Background: an optimization exercise with open tools, aiming at small area, a short achievable clock period and few clock cycles per item. Do not read the settings as production practice. The RTL was checked by simulation tests, not by an equivalence proof against the original design.

File: design/flow/design.v
module pipelined_floating_point_multiplier #(
  parameter int unsigned EXPONENT_WIDTH   = 8,
  parameter int unsigned MANTISSA_WIDTH   = 23,
  parameter int unsigned ROUND_TO_NEAREST = 1
) (
  input  logic        clk,
  input  logic        rst,
  input  logic        in_valid,
  output logic        in_ready,
  input  logic [31:0] a,
  input  logic [31:0] b,
  output logic        out_valid,
  input  logic        out_ready,
  output logic [31:0] out,
  output logic        underflow_flag,
  output logic        overflow_flag,
  output logic        invalid_operation_flag
);
  logic en;
  logic r2_v;
  fpm_rdy u_rdy_port (.v(r2_v), .ordy(out_ready), .rdy(in_ready));
  fpm_rdy u_rdy_en   (.v(r2_v), .ordy(out_ready), .rdy(en));
  logic        a_s, b_s;
  logic [7:0]  a_e, b_e;
  logic [22:0] a_m, b_m;
  assign {a_s, a_e, a_m} = a;
  assign {b_s, b_e, b_m} = b;
  logic a_e1, b_e1, a_ez, b_ez;
  assign a_e1 = &a_e;
  assign b_e1 = &b_e;
  assign a_ez = ~|a_e;
  assign b_ez = ~|b_e;
  logic [25:0] yy;
  logic [11:0] c_bone, c_btwo, c_bneg;
  assign yy = {1'b1, b_m, 1'b0};
  always_comb begin
    for (int k = 0; k < 12; k++) begin
      c_bone[k] = yy[2*k+1] ^ yy[2*k];
      c_btwo[k] = (yy[2*k+2] & ~yy[2*k+1] & ~yy[2*k]) | (~yy[2*k+2] & yy[2*k+1] & yy[2*k]);
      c_bneg[k] = yy[2*k+2];
    end
  end
  logic        r0_v;
  logic        r0_s;
  logic        r0_a_e1, r0_a_ez, r0_b_e1, r0_b_ez;
  logic [8:0]  r0_es;
  logic [22:0] r0_ma;
  logic [11:0] r0_bone, r0_btwo, r0_bneg;
  always_ff @(posedge clk or posedge rst) begin
    if (rst)     r0_v <= 1'b0;
    else if (en) r0_v <= in_valid;
  end
  always_ff @(posedge clk) begin
    if (en) begin
      r0_s    <= a_s ^ b_s;
      r0_a_e1 <= a_e1;
      r0_a_ez <= a_ez;
      r0_b_e1 <= b_e1;
      r0_b_ez <= b_ez;
      r0_es   <= {1'b0, a_e} + {1'b0, b_e};
      r0_ma   <= a_m;
      r0_bone <= c_bone;
      r0_btwo <= c_btwo;
      r0_bneg <= c_bneg;
    end
  end
  logic [47:15] ps, pc;
  logic         pcin;
  fpm_sigmul u_mul (.x(r0_ma), .bone(r0_bone), .btwo(r0_btwo), .bneg(r0_bneg),
                    .s(ps), .c(pc), .cin(pcin));
  logic [22:0] ym;
  always_comb begin
    for (int k = 0; k < 12; k++) begin
      if (2*k+1 <= 22) ym[2*k+1] = r0_bneg[k];
      ym[2*k] = r0_bone[k] ^ ((k == 0) ? 1'b0 : r0_bneg[(k == 0) ? 0 : k-1]);
    end
  end
  logic [23:0] za, zb;
  logic        z22, z23;
  always_comb begin
    for (int i = 0; i < 24; i++) begin
      za[i] = ~|({1'b0, r0_ma} & ((24'd1 << i) - 24'd1));
      zb[i] = ~|({1'b0, ym} & ((24'd1 << i) - 24'd1));
    end
    z22 = 1'b0;
    z23 = 1'b0;
    for (int i = 0; i <= 22; i++) z22 = z22 | (za[i] & zb[22-i]);
    for (int i = 0; i <= 23; i++) z23 = z23 | (za[i] & zb[23-i]);
  end
  logic a_nan, b_nan, a_inf, b_inf;
  logic c_nan, c_inf, c_zero, c_inv;
  logic a_mz, b_mz;
  always_comb begin
    a_mz   = ~|r0_ma;
    b_mz   = ~|ym;
    a_nan  = r0_a_e1 && !a_mz;
    b_nan  = r0_b_e1 && !b_mz;
    a_inf  = r0_a_e1 && a_mz;
    b_inf  = r0_b_e1 && b_mz;
    c_nan  = 1'b0;
    c_inf  = 1'b0;
    c_zero = 1'b0;
    c_inv  = 1'b0;
    if (a_nan || b_nan) begin
      c_nan = 1'b1;
      c_inv = (a_nan && !r0_ma[22]) || (b_nan && !ym[22]);
    end else if ((a_inf && r0_b_ez) || (r0_a_ez && b_inf)) begin
      c_nan = 1'b1;
      c_inv = 1'b1;
    end else if (a_inf || b_inf) begin
      c_inf = 1'b1;
    end else if (r0_a_ez || r0_b_ez) begin
      c_zero = 1'b1;
    end
  end
  logic        r1_s, r1_nan, r1_inf, r1_zero, r1_inv;
  logic [8:0]  r1_es;
  logic [47:15] r1_ps, r1_pc;
  logic         r1_cin;
  logic        r1_st0, r1_st1;
  logic        r1_v;
  always_ff @(posedge clk or posedge rst) begin
    if (rst)     r1_v <= 1'b0;
    else if (en) r1_v <= r0_v;
  end
  always_ff @(posedge clk) begin
    if (en) begin
      r1_s    <= r0_s;
      r1_nan  <= c_nan;
      r1_inf  <= c_inf;
      r1_zero <= c_zero;
      r1_inv  <= c_inv;
      r1_es   <= r0_es;
      r1_ps   <= ps;
      r1_pc   <= pc;
      r1_cin  <= pcin;
      r1_st0  <= !z22;              
      r1_st1  <= !z23;              
    end
  end
  logic [47:15] r1_p;
  assign r1_p = r1_ps + r1_pc + 33'(r1_cin);
  logic        hi;
  logic [22:0] man_h, man_l;
  logic        rnd_h, rnd_l;
  logic [23:0] mr_h, mr_l;
  logic [22:0] man_r;
  logic        cy;
  logic        uf, of;
  logic [7:0]  e_p1, e_p2, e_out;
  logic [7:0]  e_0;
  logic        uf0, uf1, of0, of1, m0, m1;
  always_comb begin
    e_0 = r1_es[7:0] + 8'd129;       
    uf0 = r1_es < 9'd128;            
    uf1 = r1_es < 9'd127;            
    of0 = r1_es >= 9'd382;           
    of1 = r1_es >= 9'd381;           
    m0  = r1_es == 9'd381;           
    m1  = r1_es == 9'd380;           
  end
  always_comb begin
    hi    = r1_p[47];
    man_h = r1_p[46:24];
    man_l = r1_p[45:23];
    rnd_h = r1_p[23] && (r1_st1 || man_h[0]);
    rnd_l = r1_p[22] && (r1_st0 || man_l[0]);
    mr_h  = {1'b0, man_h} + 24'(rnd_h);
    mr_l  = {1'b0, man_l} + 24'(rnd_l);
    man_r = hi ? mr_h[22:0] : mr_l[22:0];
    cy    = hi ? mr_h[23] : mr_l[23];
    uf    = hi ? uf1 : uf0;
    of    = hi ? (of1 || (m1 && mr_h[23])) : (of0 || (m0 && mr_l[23]));
    e_p1  = r1_es[7:0] + 8'd130;
    e_p2  = r1_es[7:0] + 8'd131;
    e_out = (hi && cy) ? e_p2 : (hi || cy) ? e_p1 : e_0;
  end
  logic [31:0] o_d;
  logic        uf_d, of_d, inv_d;
  always_comb begin
    o_d   = {r1_s, e_out, man_r};
    uf_d  = 1'b0;
    of_d  = 1'b0;
    inv_d = 1'b0;
    if (r1_nan) begin
      o_d   = 32'hFFC00000;
      inv_d = r1_inv;
    end else if (r1_inf) begin
      o_d = {r1_s, 8'hFF, 23'd0};
    end else if (r1_zero) begin
      o_d = {r1_s, 31'd0};
    end else if (uf) begin
      o_d  = {r1_s, 31'd0};
      uf_d = 1'b1;
    end else if (of) begin
      o_d  = {r1_s, 8'hFF, 23'd0};
      of_d = 1'b1;
    end
  end
  logic [31:0] r2_o;
  logic        r2_uf, r2_of, r2_inv;
  always_ff @(posedge clk or posedge rst) begin
    if (rst)     r2_v <= 1'b0;
    else if (en) r2_v <= r1_v;
  end
  always_ff @(posedge clk) begin
    if (en) begin
      r2_o   <= o_d;
      r2_uf  <= uf_d;
      r2_of  <= of_d;
      r2_inv <= inv_d;
    end
  end
  assign out                    = r2_o;
  assign underflow_flag         = r2_uf;
  assign overflow_flag          = r2_of;
  assign invalid_operation_flag = r2_inv;
  assign out_valid = r2_v;
endmodule
module fpm_rdy (
  input  logic v,
  input  logic ordy,
  output logic rdy
);
  assign rdy = !(v && !ordy);
endmodule
module fpm_sigmul (
  input  logic [22:0] x,
  input  logic [11:0] bone, btwo, bneg,
  output logic [47:15] s, c,
  output logic cin
);
  logic [23:0] xx;
  assign xx = {1'b1, x};
  logic [24:0] pp0;
  logic [24:0] pp1;
  logic [24:0] pp2;
  logic [24:0] pp3;
  logic [24:0] pp4;
  logic [24:0] pp5;
  logic [24:0] pp6;
  logic [24:0] pp7;
  logic [24:0] pp8;
  logic [24:0] pp9;
  logic [24:0] pp10;
  logic [24:0] pp11;
  always_comb begin
    pp0 = ({1'b0, xx} & {25{bone[0]}} | {xx, 1'b0} & {25{btwo[0]}}) ^ {25{bneg[0]}};
    pp1 = ({1'b0, xx} & {25{bone[1]}} | {xx, 1'b0} & {25{btwo[1]}}) ^ {25{bneg[1]}};
    pp2 = ({1'b0, xx} & {25{bone[2]}} | {xx, 1'b0} & {25{btwo[2]}}) ^ {25{bneg[2]}};
    pp3 = ({1'b0, xx} & {25{bone[3]}} | {xx, 1'b0} & {25{btwo[3]}}) ^ {25{bneg[3]}};
    pp4 = ({1'b0, xx} & {25{bone[4]}} | {xx, 1'b0} & {25{btwo[4]}}) ^ {25{bneg[4]}};
    pp5 = ({1'b0, xx} & {25{bone[5]}} | {xx, 1'b0} & {25{btwo[5]}}) ^ {25{bneg[5]}};
    pp6 = ({1'b0, xx} & {25{bone[6]}} | {xx, 1'b0} & {25{btwo[6]}}) ^ {25{bneg[6]}};
    pp7 = ({1'b0, xx} & {25{bone[7]}} | {xx, 1'b0} & {25{btwo[7]}}) ^ {25{bneg[7]}};
    pp8 = ({1'b0, xx} & {25{bone[8]}} | {xx, 1'b0} & {25{btwo[8]}}) ^ {25{bneg[8]}};
    pp9 = ({1'b0, xx} & {25{bone[9]}} | {xx, 1'b0} & {25{btwo[9]}}) ^ {25{bneg[9]}};
    pp10 = ({1'b0, xx} & {25{bone[10]}} | {xx, 1'b0} & {25{btwo[10]}}) ^ {25{bneg[10]}};
    pp11 = ({1'b0, xx} & {25{bone[11]}} | {xx, 1'b0} & {25{btwo[11]}}) ^ {25{bneg[11]}};
  end
  wire s1, c2;
  fpm_ha u_s1 (.a(bneg[8]), .b(pp0[16]), .s(s1), .c(c2));
  wire s3, c4;
  fpm_ha u_s3 (.a(pp0[17]), .b(pp1[15]), .s(s3), .c(c4));
  wire s5, c6;
  fpm_fa u_s5 (.a(bneg[9]), .b(pp0[18]), .ci(pp1[16]), .s(s5), .co(c6));
  wire s7, c8;
  fpm_ha u_s7 (.a(pp2[14]), .b(pp3[12]), .s(s7), .c(c8));
  wire s9, c10;
  fpm_fa u_s9 (.a(pp0[19]), .b(pp1[17]), .ci(pp2[15]), .s(s9), .co(c10));
  wire s11, c12;
  fpm_ha u_s11 (.a(pp3[13]), .b(pp4[11]), .s(s11), .c(c12));
  wire s13, c14;
  fpm_fa u_s13 (.a(bneg[10]), .b(pp0[20]), .ci(pp1[18]), .s(s13), .co(c14));
  wire s15, c16;
  fpm_fa u_s15 (.a(pp2[16]), .b(pp3[14]), .ci(pp4[12]), .s(s15), .co(c16));
  wire s17, c18;
  fpm_ha u_s17 (.a(pp5[10]), .b(pp6[8]), .s(s17), .c(c18));
  wire s19, c20;
  fpm_fa u_s19 (.a(pp0[21]), .b(pp1[19]), .ci(pp2[17]), .s(s19), .co(c20));
  wire s21, c22;
  fpm_fa u_s21 (.a(pp3[15]), .b(pp4[13]), .ci(pp5[11]), .s(s21), .co(c22));
  wire s23, c24;
  fpm_ha u_s23 (.a(pp6[9]), .b(pp7[7]), .s(s23), .c(c24));
  wire s25, c26;
  fpm_fa u_s25 (.a(bneg[11]), .b(pp0[22]), .ci(pp1[20]), .s(s25), .co(c26));
  wire s27, c28;
  fpm_fa u_s27 (.a(pp2[18]), .b(pp3[16]), .ci(pp4[14]), .s(s27), .co(c28));
  wire s29, c30;
  fpm_fa u_s29 (.a(pp5[12]), .b(pp6[10]), .ci(pp7[8]), .s(s29), .co(c30));
  wire s31, c32;
  fpm_ha u_s31 (.a(pp8[6]), .b(pp9[4]), .s(s31), .c(c32));
  wire s33, c34;
  fpm_fa u_s33 (.a(pp0[23]), .b(pp1[21]), .ci(pp2[19]), .s(s33), .co(c34));
  wire s35, c36;
  fpm_fa u_s35 (.a(pp3[17]), .b(pp4[15]), .ci(pp5[13]), .s(s35), .co(c36));
  wire s37, c38;
  fpm_fa u_s37 (.a(pp6[11]), .b(pp7[9]), .ci(pp8[7]), .s(s37), .co(c38));
  wire s39, c40;
  fpm_ha u_s39 (.a(pp9[5]), .b(pp10[3]), .s(s39), .c(c40));
  wire s41, c42;
  fpm_fa u_s41 (.a(x[0]), .b(pp0[24]), .ci(pp1[22]), .s(s41), .co(c42));
  wire s43, c44;
  fpm_fa u_s43 (.a(pp2[20]), .b(pp3[18]), .ci(pp4[16]), .s(s43), .co(c44));
  wire s45, c46;
  fpm_fa u_s45 (.a(pp5[14]), .b(pp6[12]), .ci(pp7[10]), .s(s45), .co(c46));
  wire s47, c48;
  fpm_fa u_s47 (.a(pp8[8]), .b(pp9[6]), .ci(pp10[4]), .s(s47), .co(c48));
  wire s49, c50;
  fpm_fa u_s49 (.a(x[1]), .b(bneg[0]), .ci(pp1[23]), .s(s49), .co(c50));
  wire s51, c52;
  fpm_fa u_s51 (.a(pp2[21]), .b(pp3[19]), .ci(pp4[17]), .s(s51), .co(c52));
  wire s53, c54;
  fpm_fa u_s53 (.a(pp5[15]), .b(pp6[13]), .ci(pp7[11]), .s(s53), .co(c54));
  wire s55, c56;
  fpm_fa u_s55 (.a(pp8[9]), .b(pp9[7]), .ci(pp10[5]), .s(s55), .co(c56));
  wire s57, c58;
  fpm_fa u_s57 (.a(x[2]), .b(bneg[0]), .ci(pp1[24]), .s(s57), .co(c58));
  wire s59, c60;
  fpm_fa u_s59 (.a(pp2[22]), .b(pp3[20]), .ci(pp4[18]), .s(s59), .co(c60));
  wire s61, c62;
  fpm_fa u_s61 (.a(pp5[16]), .b(pp6[14]), .ci(pp7[12]), .s(s61), .co(c62));
  wire s63, c64;
  fpm_fa u_s63 (.a(pp8[10]), .b(pp9[8]), .ci(pp10[6]), .s(s63), .co(c64));
  wire s65, c66;
  fpm_fa u_s65 (.a(x[3]), .b(~bneg[1]), .ci(~bneg[0]), .s(s65), .co(c66));
  wire s67, c68;
  fpm_fa u_s67 (.a(pp2[23]), .b(pp3[21]), .ci(pp4[19]), .s(s67), .co(c68));
  wire s69, c70;
  fpm_fa u_s69 (.a(pp5[17]), .b(pp6[15]), .ci(pp7[13]), .s(s69), .co(c70));
  wire s71, c72;
  fpm_fa u_s71 (.a(pp8[11]), .b(pp9[9]), .ci(pp10[7]), .s(s71), .co(c72));
  wire s73, c74;
  fpm_fa u_s73 (.a(x[4]), .b(1'b1), .ci(pp2[24]), .s(s73), .co(c74));
  wire s75, c76;
  fpm_fa u_s75 (.a(pp3[22]), .b(pp4[20]), .ci(pp5[18]), .s(s75), .co(c76));
  wire s77, c78;
  fpm_fa u_s77 (.a(pp6[16]), .b(pp7[14]), .ci(pp8[12]), .s(s77), .co(c78));
  wire s79, c80;
  fpm_ha u_s79 (.a(pp9[10]), .b(pp10[8]), .s(s79), .c(c80));
  wire s81, c82;
  fpm_fa u_s81 (.a(x[5]), .b(~bneg[2]), .ci(pp3[23]), .s(s81), .co(c82));
  wire s83, c84;
  fpm_fa u_s83 (.a(pp4[21]), .b(pp5[19]), .ci(pp6[17]), .s(s83), .co(c84));
  wire s85, c86;
  fpm_fa u_s85 (.a(pp7[15]), .b(pp8[13]), .ci(pp9[11]), .s(s85), .co(c86));
  wire s87, c88;
  fpm_fa u_s87 (.a(x[6]), .b(1'b1), .ci(pp3[24]), .s(s87), .co(c88));
  wire s89, c90;
  fpm_fa u_s89 (.a(pp4[22]), .b(pp5[20]), .ci(pp6[18]), .s(s89), .co(c90));
  wire s91, c92;
  fpm_ha u_s91 (.a(pp7[16]), .b(pp8[14]), .s(s91), .c(c92));
  wire s93, c94;
  fpm_fa u_s93 (.a(x[7]), .b(~bneg[3]), .ci(pp4[23]), .s(s93), .co(c94));
  wire s95, c96;
  fpm_fa u_s95 (.a(pp5[21]), .b(pp6[19]), .ci(pp7[17]), .s(s95), .co(c96));
  wire s97, c98;
  fpm_fa u_s97 (.a(x[8]), .b(1'b1), .ci(pp4[24]), .s(s97), .co(c98));
  wire s99, c100;
  fpm_ha u_s99 (.a(pp5[22]), .b(pp6[20]), .s(s99), .c(c100));
  wire s101, c102;
  fpm_fa u_s101 (.a(x[9]), .b(~bneg[4]), .ci(pp5[23]), .s(s101), .co(c102));
  wire s103, c104;
  fpm_ha u_s103 (.a(x[10]), .b(1'b1), .s(s103), .c(c104));
  wire s105, c106;
  fpm_ha u_s105 (.a(bneg[5]), .b(pp0[10]), .s(s105), .c(c106));
  wire s107, c108;
  fpm_ha u_s107 (.a(pp0[11]), .b(pp1[9]), .s(s107), .c(c108));
  wire s109, c110;
  fpm_fa u_s109 (.a(bneg[6]), .b(pp0[12]), .ci(pp1[10]), .s(s109), .co(c110));
  wire s111, c112;
  fpm_ha u_s111 (.a(pp2[8]), .b(pp3[6]), .s(s111), .c(c112));
  wire s113, c114;
  fpm_fa u_s113 (.a(pp0[13]), .b(pp1[11]), .ci(pp2[9]), .s(s113), .co(c114));
  wire s115, c116;
  fpm_ha u_s115 (.a(pp3[7]), .b(pp4[5]), .s(s115), .c(c116));
  wire s117, c118;
  fpm_fa u_s117 (.a(bneg[7]), .b(pp0[14]), .ci(pp1[12]), .s(s117), .co(c118));
  wire s119, c120;
  fpm_fa u_s119 (.a(pp2[10]), .b(pp3[8]), .ci(pp4[6]), .s(s119), .co(c120));
  wire s121, c122;
  fpm_ha u_s121 (.a(pp5[4]), .b(pp6[2]), .s(s121), .c(c122));
  wire s123, c124;
  fpm_fa u_s123 (.a(pp0[15]), .b(pp1[13]), .ci(pp2[11]), .s(s123), .co(c124));
  wire s125, c126;
  fpm_fa u_s125 (.a(pp3[9]), .b(pp4[7]), .ci(pp5[5]), .s(s125), .co(c126));
  wire s127, c128;
  fpm_ha u_s127 (.a(pp6[3]), .b(pp7[1]), .s(s127), .c(c128));
  wire s129, c130;
  fpm_fa u_s129 (.a(pp1[14]), .b(pp2[12]), .ci(pp3[10]), .s(s129), .co(c130));
  wire s131, c132;
  fpm_fa u_s131 (.a(pp4[8]), .b(pp5[6]), .ci(pp6[4]), .s(s131), .co(c132));
  wire s133, c134;
  fpm_fa u_s133 (.a(pp7[2]), .b(pp8[0]), .ci(s1), .s(s133), .co(c134));
  wire s135, c136;
  fpm_fa u_s135 (.a(pp2[13]), .b(pp3[11]), .ci(pp4[9]), .s(s135), .co(c136));
  wire s137, c138;
  fpm_fa u_s137 (.a(pp5[7]), .b(pp6[5]), .ci(pp7[3]), .s(s137), .co(c138));
  wire s139, c140;
  fpm_fa u_s139 (.a(pp8[1]), .b(c2), .ci(s3), .s(s139), .co(c140));
  wire s141, c142;
  fpm_fa u_s141 (.a(pp4[10]), .b(pp5[8]), .ci(pp6[6]), .s(s141), .co(c142));
  wire s143, c144;
  fpm_fa u_s143 (.a(pp7[4]), .b(pp8[2]), .ci(pp9[0]), .s(s143), .co(c144));
  wire s145, c146;
  fpm_fa u_s145 (.a(c4), .b(s7), .ci(s5), .s(s145), .co(c146));
  wire s147, c148;
  fpm_fa u_s147 (.a(pp5[9]), .b(pp6[7]), .ci(pp7[5]), .s(s147), .co(c148));
  wire s149, c150;
  fpm_fa u_s149 (.a(pp8[3]), .b(pp9[1]), .ci(c8), .s(s149), .co(c150));
  wire s151, c152;
  fpm_fa u_s151 (.a(s11), .b(c6), .ci(s9), .s(s151), .co(c152));
  wire s153, c154;
  fpm_fa u_s153 (.a(pp7[6]), .b(pp8[4]), .ci(pp9[2]), .s(s153), .co(c154));
  wire s155, c156;
  fpm_fa u_s155 (.a(pp10[0]), .b(c12), .ci(s17), .s(s155), .co(c156));
  wire s157, c158;
  fpm_fa u_s157 (.a(c10), .b(s13), .ci(s15), .s(s157), .co(c158));
  wire s159, c160;
  fpm_fa u_s159 (.a(pp8[5]), .b(pp9[3]), .ci(pp10[1]), .s(s159), .co(c160));
  wire s161, c162;
  fpm_fa u_s161 (.a(c18), .b(s23), .ci(c14), .s(s161), .co(c162));
  wire s163, c164;
  fpm_fa u_s163 (.a(c16), .b(s19), .ci(s21), .s(s163), .co(c164));
  wire s165, c166;
  fpm_fa u_s165 (.a(pp10[2]), .b(pp11[0]), .ci(c24), .s(s165), .co(c166));
  wire s167, c168;
  fpm_fa u_s167 (.a(s31), .b(c20), .ci(c22), .s(s167), .co(c168));
  wire s169, c170;
  fpm_fa u_s169 (.a(s25), .b(s27), .ci(s29), .s(s169), .co(c170));
  wire s171, c172;
  fpm_fa u_s171 (.a(pp11[1]), .b(c32), .ci(s39), .s(s171), .co(c172));
  wire s173, c174;
  fpm_fa u_s173 (.a(c26), .b(c28), .ci(c30), .s(s173), .co(c174));
  wire s175, c176;
  fpm_fa u_s175 (.a(s33), .b(s35), .ci(s37), .s(s175), .co(c176));
  wire s177, c178;
  fpm_fa u_s177 (.a(pp11[2]), .b(c40), .ci(c34), .s(s177), .co(c178));
  wire s179, c180;
  fpm_fa u_s179 (.a(c36), .b(c38), .ci(s41), .s(s179), .co(c180));
  wire s181, c182;
  fpm_fa u_s181 (.a(s43), .b(s45), .ci(s47), .s(s181), .co(c182));
  wire s183, c184;
  fpm_fa u_s183 (.a(pp11[3]), .b(s49), .ci(c42), .s(s183), .co(c184));
  wire s185, c186;
  fpm_fa u_s185 (.a(c44), .b(c46), .ci(c48), .s(s185), .co(c186));
  wire s187, c188;
  fpm_fa u_s187 (.a(s51), .b(s53), .ci(s55), .s(s187), .co(c188));
  wire s189, c190;
  fpm_fa u_s189 (.a(pp11[4]), .b(s57), .ci(c50), .s(s189), .co(c190));
  wire s191, c192;
  fpm_fa u_s191 (.a(c52), .b(c54), .ci(c56), .s(s191), .co(c192));
  wire s193, c194;
  fpm_fa u_s193 (.a(s59), .b(s61), .ci(s63), .s(s193), .co(c194));
  wire s195, c196;
  fpm_fa u_s195 (.a(pp11[5]), .b(s65), .ci(c58), .s(s195), .co(c196));
  wire s197, c198;
  fpm_fa u_s197 (.a(c60), .b(c62), .ci(c64), .s(s197), .co(c198));
  wire s199, c200;
  fpm_fa u_s199 (.a(s67), .b(s69), .ci(s71), .s(s199), .co(c200));
  wire s201, c202;
  fpm_fa u_s201 (.a(pp11[6]), .b(c66), .ci(s79), .s(s201), .co(c202));
  wire s203, c204;
  fpm_fa u_s203 (.a(s73), .b(c68), .ci(c70), .s(s203), .co(c204));
  wire s205, c206;
  fpm_fa u_s205 (.a(c72), .b(s75), .ci(s77), .s(s205), .co(c206));
  wire s207, c208;
  fpm_fa u_s207 (.a(pp10[9]), .b(pp11[7]), .ci(c80), .s(s207), .co(c208));
  wire s209, c210;
  fpm_fa u_s209 (.a(s81), .b(c74), .ci(c76), .s(s209), .co(c210));
  wire s211, c212;
  fpm_fa u_s211 (.a(c78), .b(s83), .ci(s85), .s(s211), .co(c212));
  wire s213, c214;
  fpm_fa u_s213 (.a(pp9[12]), .b(pp10[10]), .ci(pp11[8]), .s(s213), .co(c214));
  wire s215, c216;
  fpm_fa u_s215 (.a(s91), .b(s87), .ci(c82), .s(s215), .co(c216));
  wire s217, c218;
  fpm_fa u_s217 (.a(c84), .b(c86), .ci(s89), .s(s217), .co(c218));
  wire s219, c220;
  fpm_fa u_s219 (.a(pp8[15]), .b(pp9[13]), .ci(pp10[11]), .s(s219), .co(c220));
  wire s221, c222;
  fpm_fa u_s221 (.a(pp11[9]), .b(c92), .ci(s93), .s(s221), .co(c222));
  wire s223, c224;
  fpm_fa u_s223 (.a(c88), .b(c90), .ci(s95), .s(s223), .co(c224));
  wire s225, c226;
  fpm_fa u_s225 (.a(pp7[18]), .b(pp8[16]), .ci(pp9[14]), .s(s225), .co(c226));
  wire s227, c228;
  fpm_fa u_s227 (.a(pp10[12]), .b(pp11[10]), .ci(s99), .s(s227), .co(c228));
  wire s229, c230;
  fpm_fa u_s229 (.a(s97), .b(c94), .ci(c96), .s(s229), .co(c230));
  wire s231, c232;
  fpm_fa u_s231 (.a(pp6[21]), .b(pp7[19]), .ci(pp8[17]), .s(s231), .co(c232));
  wire s233, c234;
  fpm_fa u_s233 (.a(pp9[15]), .b(pp10[13]), .ci(pp11[11]), .s(s233), .co(c234));
  wire s235, c236;
  fpm_fa u_s235 (.a(c100), .b(s101), .ci(c98), .s(s235), .co(c236));
  wire s237, c238;
  fpm_fa u_s237 (.a(s103), .b(pp5[24]), .ci(pp6[22]), .s(s237), .co(c238));
  wire s239, c240;
  fpm_fa u_s239 (.a(pp7[20]), .b(pp8[18]), .ci(pp9[16]), .s(s239), .co(c240));
  wire s241, c242;
  fpm_fa u_s241 (.a(pp10[14]), .b(pp11[12]), .ci(c102), .s(s241), .co(c242));
  wire s243, c244;
  fpm_fa u_s243 (.a(x[11]), .b(c104), .ci(~bneg[5]), .s(s243), .co(c244));
  wire s245, c246;
  fpm_fa u_s245 (.a(pp6[23]), .b(pp7[21]), .ci(pp8[19]), .s(s245), .co(c246));
  wire s247, c248;
  fpm_fa u_s247 (.a(pp9[17]), .b(pp10[15]), .ci(pp11[13]), .s(s247), .co(c248));
  wire s249, c250;
  fpm_fa u_s249 (.a(x[12]), .b(1'b1), .ci(pp6[24]), .s(s249), .co(c250));
  wire s251, c252;
  fpm_fa u_s251 (.a(pp7[22]), .b(pp8[20]), .ci(pp9[18]), .s(s251), .co(c252));
  wire s253, c254;
  fpm_ha u_s253 (.a(pp10[16]), .b(pp11[14]), .s(s253), .c(c254));
  wire s255, c256;
  fpm_fa u_s255 (.a(x[13]), .b(~bneg[6]), .ci(pp7[23]), .s(s255), .co(c256));
  wire s257, c258;
  fpm_fa u_s257 (.a(pp8[21]), .b(pp9[19]), .ci(pp10[17]), .s(s257), .co(c258));
  wire s259, c260;
  fpm_fa u_s259 (.a(x[14]), .b(1'b1), .ci(pp7[24]), .s(s259), .co(c260));
  wire s261, c262;
  fpm_ha u_s261 (.a(pp8[22]), .b(pp9[20]), .s(s261), .c(c262));
  wire s263, c264;
  fpm_fa u_s263 (.a(x[15]), .b(~bneg[7]), .ci(pp8[23]), .s(s263), .co(c264));
  wire s265, c266;
  fpm_ha u_s265 (.a(x[16]), .b(1'b1), .s(s265), .c(c266));
  wire s267, c268;
  fpm_ha u_s267 (.a(bneg[3]), .b(pp0[6]), .s(s267), .c(c268));
  wire s269, c270;
  fpm_ha u_s269 (.a(pp0[7]), .b(pp1[5]), .s(s269), .c(c270));
  wire s271, c272;
  fpm_fa u_s271 (.a(bneg[4]), .b(pp0[8]), .ci(pp1[6]), .s(s271), .co(c272));
  wire s273, c274;
  fpm_ha u_s273 (.a(pp2[4]), .b(pp3[2]), .s(s273), .c(c274));
  wire s275, c276;
  fpm_fa u_s275 (.a(pp0[9]), .b(pp1[7]), .ci(pp2[5]), .s(s275), .co(c276));
  wire s277, c278;
  fpm_ha u_s277 (.a(pp3[3]), .b(pp4[1]), .s(s277), .c(c278));
  wire s279, c280;
  fpm_fa u_s279 (.a(pp1[8]), .b(pp2[6]), .ci(pp3[4]), .s(s279), .co(c280));
  wire s281, c282;
  fpm_fa u_s281 (.a(pp4[2]), .b(pp5[0]), .ci(s105), .s(s281), .co(c282));
  wire s283, c284;
  fpm_fa u_s283 (.a(pp2[7]), .b(pp3[5]), .ci(pp4[3]), .s(s283), .co(c284));
  wire s285, c286;
  fpm_fa u_s285 (.a(pp5[1]), .b(c106), .ci(s107), .s(s285), .co(c286));
  wire s287, c288;
  fpm_fa u_s287 (.a(pp4[4]), .b(pp5[2]), .ci(pp6[0]), .s(s287), .co(c288));
  wire s289, c290;
  fpm_fa u_s289 (.a(c108), .b(s111), .ci(s109), .s(s289), .co(c290));
  wire s291, c292;
  fpm_fa u_s291 (.a(pp5[3]), .b(pp6[1]), .ci(c112), .s(s291), .co(c292));
  wire s293, c294;
  fpm_fa u_s293 (.a(s115), .b(c110), .ci(s113), .s(s293), .co(c294));
  wire s295, c296;
  fpm_fa u_s295 (.a(pp7[0]), .b(c116), .ci(s121), .s(s295), .co(c296));
  wire s297, c298;
  fpm_fa u_s297 (.a(c114), .b(s117), .ci(s119), .s(s297), .co(c298));
  wire s299, c300;
  fpm_fa u_s299 (.a(c122), .b(s127), .ci(c118), .s(s299), .co(c300));
  wire s301, c302;
  fpm_fa u_s301 (.a(c120), .b(s123), .ci(s125), .s(s301), .co(c302));
  wire s303, c304;
  fpm_fa u_s303 (.a(c128), .b(c124), .ci(c126), .s(s303), .co(c304));
  wire s305, c306;
  fpm_fa u_s305 (.a(s129), .b(s131), .ci(s133), .s(s305), .co(c306));
  wire s307, c308;
  fpm_fa u_s307 (.a(c130), .b(c132), .ci(s135), .s(s307), .co(c308));
  wire s309, c310;
  fpm_fa u_s309 (.a(s137), .b(c134), .ci(s139), .s(s309), .co(c310));
  wire s311, c312;
  fpm_fa u_s311 (.a(c136), .b(c138), .ci(s141), .s(s311), .co(c312));
  wire s313, c314;
  fpm_fa u_s313 (.a(s143), .b(c140), .ci(s145), .s(s313), .co(c314));
  wire s315, c316;
  fpm_fa u_s315 (.a(c142), .b(c144), .ci(s147), .s(s315), .co(c316));
  wire s317, c318;
  fpm_fa u_s317 (.a(s149), .b(c146), .ci(s151), .s(s317), .co(c318));
  wire s319, c320;
  fpm_fa u_s319 (.a(c148), .b(s153), .ci(c150), .s(s319), .co(c320));
  wire s321, c322;
  fpm_fa u_s321 (.a(s155), .b(c152), .ci(s157), .s(s321), .co(c322));
  wire s323, c324;
  fpm_fa u_s323 (.a(c154), .b(s159), .ci(c156), .s(s323), .co(c324));
  wire s325, c326;
  fpm_fa u_s325 (.a(s161), .b(c158), .ci(s163), .s(s325), .co(c326));
  wire s327, c328;
  fpm_fa u_s327 (.a(c160), .b(s165), .ci(c162), .s(s327), .co(c328));
  wire s329, c330;
  fpm_fa u_s329 (.a(c164), .b(s167), .ci(s169), .s(s329), .co(c330));
  wire s331, c332;
  fpm_fa u_s331 (.a(c166), .b(s171), .ci(c168), .s(s331), .co(c332));
  wire s333, c334;
  fpm_fa u_s333 (.a(c170), .b(s173), .ci(s175), .s(s333), .co(c334));
  wire s335, c336;
  fpm_fa u_s335 (.a(c172), .b(s177), .ci(c174), .s(s335), .co(c336));
  wire s337, c338;
  fpm_fa u_s337 (.a(c176), .b(s179), .ci(s181), .s(s337), .co(c338));
  wire s339, c340;
  fpm_fa u_s339 (.a(c178), .b(s183), .ci(c180), .s(s339), .co(c340));
  wire s341, c342;
  fpm_fa u_s341 (.a(c182), .b(s185), .ci(s187), .s(s341), .co(c342));
  wire s343, c344;
  fpm_fa u_s343 (.a(c184), .b(c186), .ci(s189), .s(s343), .co(c344));
  wire s345, c346;
  fpm_fa u_s345 (.a(c188), .b(s191), .ci(s193), .s(s345), .co(c346));
  wire s347, c348;
  fpm_fa u_s347 (.a(s195), .b(c190), .ci(c192), .s(s347), .co(c348));
  wire s349, c350;
  fpm_fa u_s349 (.a(c194), .b(s197), .ci(s199), .s(s349), .co(c350));
  wire s351, c352;
  fpm_fa u_s351 (.a(s201), .b(c196), .ci(c198), .s(s351), .co(c352));
  wire s353, c354;
  fpm_fa u_s353 (.a(c200), .b(s203), .ci(s205), .s(s353), .co(c354));
  wire s355, c356;
  fpm_fa u_s355 (.a(s207), .b(c202), .ci(c204), .s(s355), .co(c356));
  wire s357, c358;
  fpm_fa u_s357 (.a(c206), .b(s209), .ci(s211), .s(s357), .co(c358));
  wire s359, c360;
  fpm_fa u_s359 (.a(s213), .b(c208), .ci(c210), .s(s359), .co(c360));
  wire s361, c362;
  fpm_fa u_s361 (.a(s215), .b(c212), .ci(s217), .s(s361), .co(c362));
  wire s363, c364;
  fpm_fa u_s363 (.a(c214), .b(s219), .ci(s221), .s(s363), .co(c364));
  wire s365, c366;
  fpm_fa u_s365 (.a(c216), .b(c218), .ci(s223), .s(s365), .co(c366));
  wire s367, c368;
  fpm_fa u_s367 (.a(c220), .b(s225), .ci(s227), .s(s367), .co(c368));
  wire s369, c370;
  fpm_fa u_s369 (.a(c222), .b(c224), .ci(s229), .s(s369), .co(c370));
  wire s371, c372;
  fpm_fa u_s371 (.a(c226), .b(s231), .ci(s233), .s(s371), .co(c372));
  wire s373, c374;
  fpm_fa u_s373 (.a(c228), .b(c230), .ci(s235), .s(s373), .co(c374));
  wire s375, c376;
  fpm_fa u_s375 (.a(c232), .b(c234), .ci(s237), .s(s375), .co(c376));
  wire s377, c378;
  fpm_fa u_s377 (.a(s239), .b(s241), .ci(c236), .s(s377), .co(c378));
  wire s379, c380;
  fpm_fa u_s379 (.a(s243), .b(c238), .ci(c240), .s(s379), .co(c380));
  wire s381, c382;
  fpm_fa u_s381 (.a(s245), .b(s247), .ci(c242), .s(s381), .co(c382));
  wire s383, c384;
  fpm_fa u_s383 (.a(c244), .b(s253), .ci(s249), .s(s383), .co(c384));
  wire s385, c386;
  fpm_fa u_s385 (.a(c246), .b(c248), .ci(s251), .s(s385), .co(c386));
  wire s387, c388;
  fpm_fa u_s387 (.a(pp11[15]), .b(c254), .ci(s255), .s(s387), .co(c388));
  wire s389, c390;
  fpm_fa u_s389 (.a(c250), .b(c252), .ci(s257), .s(s389), .co(c390));
  wire s391, c392;
  fpm_fa u_s391 (.a(pp10[18]), .b(pp11[16]), .ci(s261), .s(s391), .co(c392));
  wire s393, c394;
  fpm_fa u_s393 (.a(s259), .b(c256), .ci(c258), .s(s393), .co(c394));
  wire s395, c396;
  fpm_fa u_s395 (.a(pp9[21]), .b(pp10[19]), .ci(pp11[17]), .s(s395), .co(c396));
  wire s397, c398;
  fpm_fa u_s397 (.a(c262), .b(s263), .ci(c260), .s(s397), .co(c398));
  wire s399, c400;
  fpm_fa u_s399 (.a(s265), .b(pp8[24]), .ci(pp9[22]), .s(s399), .co(c400));
  wire s401, c402;
  fpm_fa u_s401 (.a(pp10[20]), .b(pp11[18]), .ci(c264), .s(s401), .co(c402));
  wire s403, c404;
  fpm_fa u_s403 (.a(x[17]), .b(c266), .ci(~bneg[8]), .s(s403), .co(c404));
  wire s405, c406;
  fpm_fa u_s405 (.a(pp9[23]), .b(pp10[21]), .ci(pp11[19]), .s(s405), .co(c406));
  wire s407, c408;
  fpm_fa u_s407 (.a(x[18]), .b(1'b1), .ci(pp9[24]), .s(s407), .co(c408));
  wire s409, c410;
  fpm_ha u_s409 (.a(pp10[22]), .b(pp11[20]), .s(s409), .c(c410));
  wire s411, c412;
  fpm_fa u_s411 (.a(x[19]), .b(~bneg[9]), .ci(pp10[23]), .s(s411), .co(c412));
  wire s413, c414;
  fpm_ha u_s413 (.a(x[20]), .b(1'b1), .s(s413), .c(c414));
  wire s415, c416;
  fpm_ha u_s415 (.a(bneg[2]), .b(pp0[4]), .s(s415), .c(c416));
  wire s417, c418;
  fpm_ha u_s417 (.a(pp0[5]), .b(pp1[3]), .s(s417), .c(c418));
  wire s419, c420;
  fpm_fa u_s419 (.a(pp1[4]), .b(pp2[2]), .ci(pp3[0]), .s(s419), .co(c420));
  wire s421, c422;
  fpm_fa u_s421 (.a(pp2[3]), .b(pp3[1]), .ci(c268), .s(s421), .co(c422));
  wire s423, c424;
  fpm_fa u_s423 (.a(pp4[0]), .b(c270), .ci(s273), .s(s423), .co(c424));
  wire s425, c426;
  fpm_fa u_s425 (.a(c274), .b(s277), .ci(c272), .s(s425), .co(c426));
  wire s427, c428;
  fpm_fa u_s427 (.a(c278), .b(c276), .ci(s279), .s(s427), .co(c428));
  wire s429, c430;
  fpm_fa u_s429 (.a(c280), .b(s283), .ci(c282), .s(s429), .co(c430));
  wire s431, c432;
  fpm_fa u_s431 (.a(c284), .b(s287), .ci(c286), .s(s431), .co(c432));
  wire s433, c434;
  fpm_fa u_s433 (.a(c288), .b(s291), .ci(c290), .s(s433), .co(c434));
  wire s435, c436;
  fpm_fa u_s435 (.a(c292), .b(s295), .ci(c294), .s(s435), .co(c436));
  wire s437, c438;
  fpm_fa u_s437 (.a(c296), .b(s299), .ci(c298), .s(s437), .co(c438));
  wire s439, c440;
  fpm_fa u_s439 (.a(c300), .b(c302), .ci(s303), .s(s439), .co(c440));
  wire s441, c442;
  fpm_fa u_s441 (.a(c304), .b(s307), .ci(c306), .s(s441), .co(c442));
  wire s443, c444;
  fpm_fa u_s443 (.a(c308), .b(s311), .ci(c310), .s(s443), .co(c444));
  wire s445, c446;
  fpm_fa u_s445 (.a(c312), .b(s315), .ci(c314), .s(s445), .co(c446));
  wire s447, c448;
  fpm_fa u_s447 (.a(c316), .b(s319), .ci(c318), .s(s447), .co(c448));
  wire s449, c450;
  fpm_fa u_s449 (.a(s323), .b(c320), .ci(c322), .s(s449), .co(c450));
  wire s451, c452;
  fpm_fa u_s451 (.a(c324), .b(s327), .ci(c326), .s(s451), .co(c452));
  wire s453, c454;
  fpm_fa u_s453 (.a(c328), .b(s331), .ci(c330), .s(s453), .co(c454));
  wire s455, c456;
  fpm_fa u_s455 (.a(c332), .b(s335), .ci(c334), .s(s455), .co(c456));
  wire s457, c458;
  fpm_fa u_s457 (.a(c336), .b(s339), .ci(c338), .s(s457), .co(c458));
  wire s459, c460;
  fpm_fa u_s459 (.a(c340), .b(s343), .ci(c342), .s(s459), .co(c460));
  wire s461, c462;
  fpm_fa u_s461 (.a(c344), .b(s347), .ci(c346), .s(s461), .co(c462));
  wire s463, c464;
  fpm_fa u_s463 (.a(c348), .b(s351), .ci(c350), .s(s463), .co(c464));
  wire s465, c466;
  fpm_fa u_s465 (.a(s355), .b(c352), .ci(c354), .s(s465), .co(c466));
  wire s467, c468;
  fpm_fa u_s467 (.a(s359), .b(c356), .ci(c358), .s(s467), .co(c468));
  wire s469, c470;
  fpm_fa u_s469 (.a(s363), .b(c360), .ci(c362), .s(s469), .co(c470));
  wire s471, c472;
  fpm_fa u_s471 (.a(s367), .b(c364), .ci(c366), .s(s471), .co(c472));
  wire s473, c474;
  fpm_fa u_s473 (.a(s371), .b(c368), .ci(c370), .s(s473), .co(c474));
  wire s475, c476;
  fpm_fa u_s475 (.a(c372), .b(s375), .ci(c374), .s(s475), .co(c476));
  wire s477, c478;
  fpm_fa u_s477 (.a(c376), .b(s379), .ci(s381), .s(s477), .co(c478));
  wire s479, c480;
  fpm_fa u_s479 (.a(s383), .b(c380), .ci(s385), .s(s479), .co(c480));
  wire s481, c482;
  fpm_fa u_s481 (.a(s387), .b(c384), .ci(c386), .s(s481), .co(c482));
  wire s483, c484;
  fpm_fa u_s483 (.a(s391), .b(c388), .ci(c390), .s(s483), .co(c484));
  wire s485, c486;
  fpm_fa u_s485 (.a(s395), .b(c392), .ci(c394), .s(s485), .co(c486));
  wire s487, c488;
  fpm_fa u_s487 (.a(c396), .b(s399), .ci(s401), .s(s487), .co(c488));
  wire s489, c490;
  fpm_fa u_s489 (.a(s403), .b(c400), .ci(s405), .s(s489), .co(c490));
  wire s491, c492;
  fpm_fa u_s491 (.a(c404), .b(s409), .ci(s407), .s(s491), .co(c492));
  wire s493, c494;
  fpm_fa u_s493 (.a(pp11[21]), .b(c410), .ci(s411), .s(s493), .co(c494));
  wire s495, c496;
  fpm_fa u_s495 (.a(s413), .b(pp10[24]), .ci(pp11[22]), .s(s495), .co(c496));
  wire s497, c498;
  fpm_fa u_s497 (.a(x[21]), .b(c414), .ci(~bneg[10]), .s(s497), .co(c498));
  wire s499, c500;
  fpm_ha u_s499 (.a(x[22]), .b(1'b1), .s(s499), .c(c500));
  wire s501, c502;
  fpm_ha u_s501 (.a(bneg[1]), .b(pp0[2]), .s(s501), .c(c502));
  wire s503, c504;
  fpm_ha u_s503 (.a(pp0[3]), .b(pp1[1]), .s(s503), .c(c504));
  wire s505, c506;
  fpm_fa u_s505 (.a(pp1[2]), .b(pp2[0]), .ci(s415), .s(s505), .co(c506));
  wire s507, c508;
  fpm_fa u_s507 (.a(pp2[1]), .b(c416), .ci(s417), .s(s507), .co(c508));
  wire s509, c510;
  fpm_fa u_s509 (.a(c418), .b(s267), .ci(s419), .s(s509), .co(c510));
  wire s511, c512;
  fpm_fa u_s511 (.a(s269), .b(c420), .ci(s421), .s(s511), .co(c512));
  wire s513, c514;
  fpm_fa u_s513 (.a(s271), .b(c422), .ci(s423), .s(s513), .co(c514));
  wire s515, c516;
  fpm_fa u_s515 (.a(s275), .b(c424), .ci(s425), .s(s515), .co(c516));
  wire s517, c518;
  fpm_fa u_s517 (.a(s281), .b(c426), .ci(s427), .s(s517), .co(c518));
  wire s519, c520;
  fpm_fa u_s519 (.a(s285), .b(c428), .ci(s429), .s(s519), .co(c520));
  wire s521, c522;
  fpm_fa u_s521 (.a(s289), .b(s431), .ci(c430), .s(s521), .co(c522));
  wire s523, c524;
  fpm_fa u_s523 (.a(s293), .b(c432), .ci(s433), .s(s523), .co(c524));
  wire s525, c526;
  fpm_fa u_s525 (.a(s297), .b(s435), .ci(c434), .s(s525), .co(c526));
  wire s527, c528;
  fpm_fa u_s527 (.a(s301), .b(s437), .ci(c436), .s(s527), .co(c528));
  wire s529, c530;
  fpm_fa u_s529 (.a(s305), .b(c438), .ci(s439), .s(s529), .co(c530));
  wire s531, c532;
  fpm_fa u_s531 (.a(s309), .b(c440), .ci(s441), .s(s531), .co(c532));
  wire s533, c534;
  fpm_fa u_s533 (.a(s313), .b(c442), .ci(s443), .s(s533), .co(c534));
  wire s535, c536;
  fpm_fa u_s535 (.a(s317), .b(c444), .ci(s445), .s(s535), .co(c536));
  wire s537, c538;
  fpm_fa u_s537 (.a(s321), .b(c446), .ci(s447), .s(s537), .co(c538));
  wire s539, c540;
  fpm_fa u_s539 (.a(s325), .b(c448), .ci(s449), .s(s539), .co(c540));
  wire s541, c542;
  fpm_fa u_s541 (.a(s329), .b(s451), .ci(c450), .s(s541), .co(c542));
  wire s543, c544;
  fpm_fa u_s543 (.a(s333), .b(s453), .ci(c452), .s(s543), .co(c544));
  wire s545, c546;
  fpm_fa u_s545 (.a(s337), .b(s455), .ci(c454), .s(s545), .co(c546));
  wire s547, c548;
  fpm_fa u_s547 (.a(s341), .b(c456), .ci(s457), .s(s547), .co(c548));
  wire s549, c550;
  fpm_fa u_s549 (.a(s345), .b(c458), .ci(s459), .s(s549), .co(c550));
  wire s551, c552;
  fpm_fa u_s551 (.a(s349), .b(c460), .ci(s461), .s(s551), .co(c552));
  wire s553, c554;
  fpm_fa u_s553 (.a(s353), .b(c462), .ci(s463), .s(s553), .co(c554));
  wire s555, c556;
  fpm_fa u_s555 (.a(s357), .b(s465), .ci(c464), .s(s555), .co(c556));
  wire s557, c558;
  fpm_fa u_s557 (.a(s361), .b(s467), .ci(c466), .s(s557), .co(c558));
  wire s559, c560;
  fpm_fa u_s559 (.a(s365), .b(s469), .ci(c468), .s(s559), .co(c560));
  wire s561, c562;
  fpm_fa u_s561 (.a(s369), .b(s471), .ci(c470), .s(s561), .co(c562));
  wire s563, c564;
  fpm_fa u_s563 (.a(s373), .b(s473), .ci(c472), .s(s563), .co(c564));
  wire s565, c566;
  fpm_fa u_s565 (.a(s377), .b(s475), .ci(c474), .s(s565), .co(c566));
  wire s567, c568;
  fpm_fa u_s567 (.a(c378), .b(s477), .ci(c476), .s(s567), .co(c568));
  wire s569, c570;
  fpm_fa u_s569 (.a(c382), .b(s479), .ci(c478), .s(s569), .co(c570));
  wire s571, c572;
  fpm_fa u_s571 (.a(s389), .b(s481), .ci(c480), .s(s571), .co(c572));
  wire s573, c574;
  fpm_fa u_s573 (.a(s393), .b(s483), .ci(c482), .s(s573), .co(c574));
  wire s575, c576;
  fpm_fa u_s575 (.a(s397), .b(s485), .ci(c484), .s(s575), .co(c576));
  wire s577, c578;
  fpm_fa u_s577 (.a(c398), .b(s487), .ci(c486), .s(s577), .co(c578));
  wire s579, c580;
  fpm_fa u_s579 (.a(c402), .b(s489), .ci(c488), .s(s579), .co(c580));
  wire s581, c582;
  fpm_fa u_s581 (.a(c406), .b(s491), .ci(c490), .s(s581), .co(c582));
  wire s583, c584;
  fpm_fa u_s583 (.a(c408), .b(s493), .ci(c492), .s(s583), .co(c584));
  wire s585, c586;
  fpm_fa u_s585 (.a(c412), .b(s495), .ci(c494), .s(s585), .co(c586));
  wire s587, c588;
  fpm_fa u_s587 (.a(pp11[23]), .b(s497), .ci(c496), .s(s587), .co(c588));
  wire s589, c590;
  fpm_fa u_s589 (.a(s499), .b(pp11[24]), .ci(c498), .s(s589), .co(c590));
  wire s591, c592;
  fpm_fa u_s591 (.a(1'b1), .b(c500), .ci(~bneg[11]), .s(s591), .co(c592));
  logic [47:0] r0, r1;
  logic [15:0] lsum;
  assign r0 = {c590, c588, c586, c584, c582, c580, c578, c576, c574, c572, c570, c568, c566, c564, c562, c560, c558, c556, c554, c552, c550, c548, c546, c544, c542, c540, c538, c536, c534, c532, c530, c528, c526, c524, c522, c520, c518, c516, c514, c512, c510, c508, c506, c504, c502, s501, pp0[1], bneg[0]};
  assign r1 = {s591, s589, s587, s585, s583, s581, s579, s577, s575, s573, s571, s569, s567, s565, s563, s561, s559, s557, s555, s553, s551, s549, s547, s545, s543, s541, s539, s537, s535, s533, s531, s529, s527, s525, s523, s521, s519, s517, s515, s513, s511, s509, s507, s505, s503, pp1[0], 1'b0, pp0[0]};
  assign lsum = {1'b0, r0[14:0]} + {1'b0, r1[14:0]};
  assign cin = lsum[15];
  assign s = r0[47:15];
  assign c = r1[47:15];
endmodule
module fpm_fa (
  input  logic a, b, ci,
  output logic s, co
);
  assign s  = a ^ b ^ ci;
  assign co = (a & b) | (a & ci) | (b & ci);
endmodule
module fpm_ha (
  input  logic a, b,
  output logic s, c
);
  assign s = a ^ b;
  assign c = a & b;
endmodule
File: design/flow/flow/run.sh
#!/bin/bash
# Standard layout, with the port buffers as buf_2 cells instead of the
# default choice. Each tool's output goes to a log file in this folder.
set -e

export BUFFER_PORTS_ARGS="-buffer_cell sky130_fd_sc_hd__buf_2"
bash standard.sh > standard.log 2>&1
File: design/flow/standard.sh
#!/bin/bash
# synth_recipe.tcl (not shown) runs the flow's synth.tcl, then flattens the netlist and writes it again
# the make line also repeats each setting of config.mk as NAME=value (left out here)
make -C /OpenROAD-flow-scripts/flow DESIGN_CONFIG=/design/flow/config.mk WORK_HOME=/design/flow/orfs CLKGATE_MAP_FILE= SYNTH_SCRIPT=/design/flow/synth_recipe.tcl "${@:-finish}"
File: design/flow/config.mk
export PLATFORM = sky130hd
export DESIGN_NAME = pipelined_floating_point_multiplier
export DESIGN_NICKNAME = pipelined_floating_point_multiplier
export VERILOG_FILES = /design/flow/design.v
export SDC_FILE = /design/flow/constraint.sdc
export NUM_CORES = 4
export LEC_CHECK = 0
export CAP_MARGIN = 20
export CORE_MARGIN = 2
export CORE_UTILIZATION = 40
export CTS_BUF_LIST = sky130_fd_sc_hd__clkbuf_16
export CTS_CLUSTER_SIZE = 30
export SETUP_SLACK_MARGIN = 4.8
export SLEW_MARGIN = 20
export SYNTH_HIERARCHICAL = 1
File: design/flow/constraint.sdc
create_clock -name core_clock -period 9.0 [get_ports {clk}]
set_input_delay 1.8000 -clock core_clock [delete_from_list [all_inputs] [get_ports {clk}]]
set_output_delay 1.8000 -clock core_clock [all_outputs]
set_load 0.01 [all_outputs]
==> key figures, run 1 <==
Status
  • Status: complete, no violations

Die
  • Site Rows: between 80 and 90
  • Overall die area: 59700 sq um
  • Initial standard-cell utilization of the core: 0.403
  • Chip Height: ~240 microns
  • Boundary pin count: ~110
  • Placeable core region: roughly 57000 sq um
  • Die Wd: between 200 and 250 microns

Yosys
  • Number of flops mapped to enable cells by yosys: 190
  • Mapped cell area: about 23000 sq um
  • Sequential share of the synthesized area: 0.250
  • Library cells used by synthesis: 105
  • Top post-synthesis cells by area: sky130_fd_sc_hd__edfxtp_1, sky130_fd_sc_hd__fa_1, sky130_fd_sc_hd__xnor2_1
  • Synthesized area divided by synthesized cell count: approximately 11 sq um
  • Number of synthesis warnings: 8
  • Post-synth top cells: sky130_fd_sc_hd__xnor2_1, sky130_fd_sc_hd__a22oi_1, sky130_fd_sc_hd__fa_1, sky130_fd_sc_hd__edfxtp_1, sky130_fd_sc_hd__buf_2
  • Gate count after technology mapping: ~2100
  • Fraction of synthesis flops using an asynchronous set or reset pin: 0.0155
  • Most numerous cell in the Yosys netlist: sky130_fd_sc_hd__xnor2_1
  • Cell taking the most area after synthesis: sky130_fd_sc_hd__edfxtp_1
  • Number of storage elements in the synthesis netlist: about 190
  • Predominant post-synthesis flop cell: sky130_fd_sc_hd__edfxtp_1
  • Area fraction of the dominant cell type after synthesis: 0.247

Setup path
  • Worst r2r path cells: 7
  • Register-to-register setup slack: 4.86 ns
  • Critical path startpoint category: flop
  • Origin of the critical flop-to-flop path: r0_btwo[1]
  • Crit path capture type: flop
  • Critical Path Start: r0_btwo[1]
  • Worst reg2reg endpoint: r1_pc[25]
  • Critical path endpoint: r1_pc[25]
  • Required time worst endpoint: about 9 ns
  • Start-to-end type of the worst setup path: reg2reg
  • Critical Path AT: roughly 4.4 ns
  • Max FO, Critical Path: 13

Clocking
  • CTS tree: built
  • Later-pin clock latency in the skew report: between 0.5 and 0.6 ns
  • Total clock buffers created by CTS: 17
  • Count of clock tree sinks: just under 200
  • Max H-tree Level: 4
  • Clock transition time at the flip-flop clock pins of the worst setup and hold paths: approximately 0.1 ns
  • Quantity of hold-fixing buffers added after cts: 0
  • Cell at the root of the clock tree: sky130_fd_sc_hd__clkbuf_16
  • Deepest clock path buffer count: 2

Drt
  • Iteration-0 DRC count of the detailed router: ~1700
  • Mean routed wirelength per cell: around 24 microns
  • Total length of routed wires: between 60000 and 70000 microns
  • DRT antenna net count: 0
  • Ratio of routed vias to standard cells: approximately 6.0
  • Total via count in the routed design: 17400
  • Number of design rule violations left after detail routing: 0
  • Pre-antenna DRT Iters: 7

Placement
  • Port Buf Inserts: between 100 and 150
  • Half-perimeter wire length after placement: ~44000 microns
  • RD Place Congestion: around 0.9
  • Number of instances in the placed design: between 2000 and 3000

Final layout
  • Fillers: 5386
  • Proportion of layout cells with a drive suffix above 1: 0.154
  • # nets final: approximately 2500
  • Area overhead of the layout relative to synthesis: 8.14%
  • Final Non-Filler Cells: just under 3000
  • Antenna diodes: 0

Timing
  • Number of pins exceeding their max-slew limit in the final report: 0
  • Endpoints failing setup: 0
  • Largest clock skew in the final design: around 0.021 ns
  • Number of endpoints with negative hold slack in the final report: 0
  • Least-Margin Pin Slew: roughly 1.2 ns
  • Tightest hold margin: around 0.43 ns
  • Unrepaired setup endpoints after global routing: yes
  • Period utilization: 0.460
  • Final Critical Period: 4.14 ns
  • Max Freq: around 0.24 GHz
  • Aggregate negative setup slack: 0 ns
  • Slew HR: 0.206

Global routing
  • Global-route usage over all layers: 0.228
  • First-pass GRT wire length: 104000 microns
  • Global route total overflow: 0
  • Largest net degree at the start of global routing: between 100 and 150
  • Number of antenna violations at the first check in global routing: 0
  • Via count of the first global-routing pass: ~18000

Run
  • Max-cap violations: 0

Worst hold path
  • Min-Delay Path Class: reg2reg
## logic make-up (layout without fill, tap and decap cells)
kind of cell / Yosys count / count (layout) / share of synthesized area
compound gates: 553 / 553 / 0.173
simple gates: 375 / 378 / 0.0887
xor+xnor: 368 / 368 / 0.141
fa+ha+maj: 360 / 360 / 0.281
buf+inv: 257 / 256 / 0.0631
flops: 193 / 193 / 0.250
mux: 7 / 7 / 0.00336
other cells: 2 / 13 / 0.000325
## per-module statistics from Yosys, one instance, submodules excluded
| module | flip-flops and latches | cells | area (sq um) | copies in the design |
|---|---|---|---|---|
| fpm_fa | 0 | 1 | 20.0 | 264 |
| fpm_rdy | 0 | 1 | 6.26 | 2 |
| fpm_sigmul | 0 | 831 | 6190 | 1 |
| fpm_ha | 0 | 1 | 12.5 | 32 |
| pipelined_floating_point_multiplier | 193 | 986 | 11200 | 1 |
## cells in the final DEF (no fill, tap or decap), types with 21 or more instances in the layout
cell type	count
sky130_fd_sc_hd__a211oi_1	22
sky130_fd_sc_hd__a21oi_1	79
sky130_fd_sc_hd__a22oi_1	266
sky130_fd_sc_hd__buf_2	104
sky130_fd_sc_hd__buf_4	75
sky130_fd_sc_hd__edfxtp_1	190
sky130_fd_sc_hd__fa_1	265
sky130_fd_sc_hd__ha_1	89
sky130_fd_sc_hd__inv_1	39
sky130_fd_sc_hd__nand2_1	88
sky130_fd_sc_hd__nand3_1	21
sky130_fd_sc_hd__nand4_1	22
sky130_fd_sc_hd__nor2_1	82
sky130_fd_sc_hd__nor3_1	36
sky130_fd_sc_hd__o21ai_0	49
sky130_fd_sc_hd__xnor2_1	321
sky130_fd_sc_hd__xor2_1	38
## metal layers
| metal | vias to the layer above | wire (microns) | global-route usage |
|---|---|---|---|
| met3 | 159 | 5890 | 0.0554 |
| met5 | - | 0 | 0 |
| li1 | 7582 | - | - |
| met4 | 0 | 2040 | 0.0807 |
| met1 | 8771 | 29100 | 0.310 |
| met2 | 907 | 31100 | 0.355 |
## registers in the layout, indices dropped and copies added, names as in the netlist, 9 cells and up
| signal | cells |
|---|---|
| r0_bneg | 11 |
| r0_bone | 12 |
| r0_btwo | 12 |
| r0_es | 9 |
| r0_ma | 23 |
| r1_es | 9 |
| r1_pc | 33 |
| r1_ps | 33 |
| r2_o | 32 |
## critical path: stages (launching register included)
cell	delay (ns)
sky130_fd_sc_hd__edfxtp_1	0.78
sky130_fd_sc_hd__a21oi_1	0.20
sky130_fd_sc_hd__xnor2_1	0.33
sky130_fd_sc_hd__fa_1	0.50
sky130_fd_sc_hd__fa_1	0.57
sky130_fd_sc_hd__fa_1	0.46
sky130_fd_sc_hd__fa_1	0.53
sky130_fd_sc_hd__fa_1	0.47
## timing repair
action,4_1_cts,5_1_grt
resized for setup,7,51
setup endpoints to repair,28,45
pin swaps,3,28
gates cloned,0,3
setup buffers,4,19
## through the flow
stage	area (sq um)	setup WS, ns	util
floorplan	23200	5.24	-
global placement	23800	4.37	0.415
detailed placement	23800	4.30	0.415
CTS	24500	4.79	0.427
global route	25000	4.71	0.436
finish	25000	4.86	0.436
## worst min path at each step
stage,startpoint,endpoint,slack (ns),cells past startpoint
after detailed placement,r0_s,r1_s,0.41,0
after CTS,r0_s,r1_s,0.43,0
final,r0_es[5],r1_es[5],0.43,0
after floorplan,r0_es[0],r1_es[0],0.40,0
after global routing,r0_es[8],r1_es[8],0.44,0
after global placement,r0_s,r1_s,0.40,0
## layout make-up
cell class / instances / area (sq um) / share of cell area
multi-input cells: 1679 / 16300 / 0.651
flip-flops and latches: 193 / 5780 / 0.231
repair buffers: 185 / 1170 / 0.0468
well taps: 765 / 957 / 0.0383
clock buffers: 17 / 425 / 0.0170
clock inverters: 15 / 241 / 0.00966
inverters: 39 / 146 / 0.00586
Testbench counts, summed over its fixed seeds: cycles 12,024, items 12,000.
==> run 2: changes to the inputs <==
--- a/design/flow/config.mk
+++ b/design/flow/config.mk
@@ -5,11 +5,10 @@
 export SDC_FILE = /design/flow/constraint.sdc
 export NUM_CORES = 4
 export LEC_CHECK = 0
+export ABC_AREA = 1
 export CAP_MARGIN = 20
 export CORE_MARGIN = 2
 export CORE_UTILIZATION = 40
-export CTS_BUF_LIST = sky130_fd_sc_hd__clkbuf_16
-export CTS_CLUSTER_SIZE = 30
 export SETUP_SLACK_MARGIN = 4.8
 export SLEW_MARGIN = 20
 export SYNTH_HIERARCHICAL = 1
==> key figures, run 2 <==
Setup path
  • Critical path startpoint category: flop
  • Critical Path AT: approximately 4.4 ns
  • Cell type group with the largest total delay on the critical path: adder cells
  • Delay of the slowest cell on the worst path: just over 0.7 ns
  • Buffers and inverters on the worst path: 1
  • Most frequent CP cell: sky130_fd_sc_hd__fa_1
  • Crit path capture type: flop
  • Required time worst endpoint: approximately 9.2 ns
  • Max FO, Critical Path: 11
  • Start-to-end type of the worst setup path: reg2reg
  • Cell at the slowest stage of the critical path: sky130_fd_sc_hd__clkinvlp_2
  • Critical-path cell list: clkinvlp_2, o22ai_1, xor2_1, fa_1, fa_1, fa_1, fa_1

Yosys
  • Post-synth top cells: sky130_fd_sc_hd__nand2_1, sky130_fd_sc_hd__xor2_1, sky130_fd_sc_hd__inv_1, sky130_fd_sc_hd__fa_1, sky130_fd_sc_hd__o22ai_1
  • Number of synthesis warnings: 8
  • Cell taking the most area after synthesis: sky130_fd_sc_hd__edfxtp_1
  • Predominant post-synthesis flop cell: sky130_fd_sc_hd__edfxtp_1
  • Mapped cell area: approximately 24000 sq um
  • Number of storage elements in the synthesis netlist: between 150 and 200
  • Number of flops mapped to enable cells by yosys: between 150 and 200
  • Top post-synthesis cells by area: sky130_fd_sc_hd__edfxtp_1, sky130_fd_sc_hd__fa_1, sky130_fd_sc_hd__xor2_1
  • Gate count after technology mapping: 2632
  • Library cells used by synthesis: 52
  • Most numerous cell in the Yosys netlist: sky130_fd_sc_hd__nand2_1
  • Area fraction of the dominant cell type after synthesis: 0.235
  • Synthesized area divided by synthesized cell count: roughly 9 sq um
  • Fraction of synthesis flops using an asynchronous set or reset pin: 0.0155
  • Sequential share of the synthesized area: 0.238

Clocking
  • Quantity of hold-fixing buffers added after cts: 0
  • Later-pin clock latency in the skew report: about 0.5 ns
  • Cell at the root of the clock tree: sky130_fd_sc_hd__clkbuf_16
  • Deepest clock path buffer count: 2
  • CTS tree: built
  • Count of clock tree sinks: between 150 and 200
  • Clock transition time at the flip-flop clock pins of the worst setup and hold paths: about 0.080 ns
  • Max H-tree Level: 4
  • Total clock buffers created by CTS: 17

Final layout
  • Area overhead of the layout relative to synthesis: 7.48%
  • Most common cell after layout, fill and taps aside: sky130_fd_sc_hd__nand2_1
  • Commonest non-fill, non-tap cells in the layout: sky130_fd_sc_hd__nand2_1, sky130_fd_sc_hd__xor2_1, sky130_fd_sc_hd__fa_1, sky130_fd_sc_hd__inv_1, sky130_fd_sc_hd__o22ai_1
  • Biggest regs: r1_pc (33), r1_ps (33), r2_o (32)
  • # nets final: 3111
  • Final standard cell utilization of the core: 0.433
  • Final Non-Filler Cells: between 3000 and 4000
  • Post-Layout Inst Area: ~26000 sq um
  • Fillers: between 5000 and 6000
  • Antenna diodes: 0
  • Proportion of layout cells with a drive suffix above 1: 0.152

Drt
  • Number of design rule violations left after detail routing: 0
  • Total via count in the routed design: ~19000
  • Mean routed wirelength per cell: 21.7 microns
  • Iteration-0 DRC count of the detailed router: 1907
  • DRT antenna net count: 0
  • Pre-antenna DRT Iters: 6
  • Total length of routed wires: between 70000 and 80000 microns
  • Ratio of routed vias to standard cells: about 5.6

Placement
  • RD Place Congestion: around 0.94
  • Number of instances in the placed design: 3351
  • Port Buf Inserts: between 100 and 150
  • Half-perimeter wire length after placement: around 53000 microns
  • Total placed instance area: ~25000 sq um

Timing
  • Period utilization: 0.463
  • Max Freq: roughly 0.24 GHz
  • Least-Margin Pin Slew: 0.962 ns
  • Number of pins exceeding their max-slew limit in the final report: 0
  • Slew HR: 0.358
  • Final Critical Period: ~4.2 ns
  • Endpoints failing setup: 0
  • Aggregate negative setup slack: 0 ns
  • Unrepaired setup endpoints after global routing: yes
  • Number of endpoints with negative hold slack in the final report: 0
  • Largest clock skew in the final design: 0.0278 ns

Die
  • Die Wd: about 250 microns
  • Placeable core region: ~60000 sq um
  • Initial standard-cell utilization of the core: 0.403
  • Site Rows: 90
  • Boundary pin count: around 110
  • Chip Height: 250 microns
  • Overall die area: 62600 sq um

Global routing
  • First-pass GRT wire length: about 110000 microns
  • Global-route usage over all layers: 0.230
  • Global route total overflow: 0
  • Largest net degree at the start of global routing: slightly below 80
  • Via count of the first global-routing pass: 18900
  • Number of antenna violations at the first check in global routing: 0

Run
  • Max-cap violations: 0

Worst hold path
  • Min-Delay Path Class: reg2reg

Status
  • Status: complete, no violations
==> run 2: worst paths after layout <==
path	end	cells after the start	slack [ns]	from
max in group asynchronous	r2_v	2	7.71	rst
hold / removal	r1_es[6]	0	0.42	r0_es[6]
min in group asynchronous	r0_v	2	1.17	rst
setup reg to reg	r1_pc[21]	7	4.84	r0_bone[10]
hold reg to reg	r1_es[6]	0	0.42	r0_es[6]
setup / recovery	r1_pc[21]	7	4.84	r0_bone[10]
==> run 2: repair_timing <==
item                       in CTS  in global routing
setup endpoints to repair      33                 63
gates resized for setup        29                 30
gates cloned                    8                 19
buffers inserted               10                 58
pin swaps                       0                  0
==> run 2: worst register-to-register path: cells and delay by family, from the launching register on <==
family	cells	cell delay [ns]
buf+inv	1	0.71
compound gates	1	0.39
fa+ha+maj	4	1.99
flops	1	0.60
xor+xnor	1	0.23
==> run 2: cell families after synthesis <==
group	count (synthesis)	share of synthesized area
simple gates	805	0.146
buf+inv	505	0.106
compound gates	402	0.107
fa+ha+maj	360	0.268
xor+xnor	355	0.129
flops	193	0.238
mux	10	0.00465
other cells	2	0.000310
==> run 2: final cells by class <==
class,instances,area (sq um),area share
repair inverters,27,180,0.00692
repair buffers,200,1250,0.0481
well taps,782,978,0.0376
clock inverters,15,214,0.00821
flip-flops and latches,193,5780,0.222
multi-input cells,1945,16000,0.614
clock buffers,17,425,0.0163
inverters,299,1230,0.0473
==> run 2: Yosys stat by module (local to each module, per instance) <==
module                               times used  flip-flops and latches  cells inside  cell area (sq um)
fpm_ha                                       32                       0             1               12.5
fpm_sigmul                                    1                       0           886               6460
fpm_fa                                      264                       0             1               20.0
pipelined_floating_point_multiplier           1                     193          1446              12100
fpm_rdy                                       2                       0             2               7.51
==> run 2: metrics by stage <==
stage | setup slack, ns | hold slack [ns]
after global routing | 4.74 | 0.433
final | 4.84 | 0.423
after global placement | 4.57 | 0.404
after detailed placement | 4.56 | 0.405
after CTS | 4.79 | 0.425
after floorplan | 5.25 | 0.400
==> run 2: metal layers <==
metal	track usage	part of all wire	vias up
met4	0.0891	0.049	0
met5	0	0	-
met1	0.307	0.41	9388
met2	0.373	0.45	1039
met3	0.0409	0.089	201
li1	-	-	8739

==> separate check: timing with driven ports <==
In the flow no input, the clock included, has a driving cell. The finished layouts below were timed again as built, in two steps.
Step 1 sets driving cells, clkbuf_16 on the clock port and buf_2 on the other inputs (assumed; they add their load-dependent delay and slew).
Step 2 moves the port delays by t, midway between the first and last clock arrival at a register: inputs arrive t later, outputs are due t later. That takes back most of the time a late clock gives input paths.
Three values: ideal ports, drivers, drivers and shift; two values: the first two.
run	t (ns)	slack for setup (ns)	worst setup path at the end	worst data-port slew with drivers (ns)
run 1	0.568	4.861 / 4.861 / 4.861	register to register	0.05
run 2	0.550	4.836 / 4.836 / 4.745	input to register	0.04
After both steps setup and hold are still met in every run listed. For run 2, which loses most, drivers alone change the setup slack by 0.000 ns; drivers and shift together by -0.091 ns.
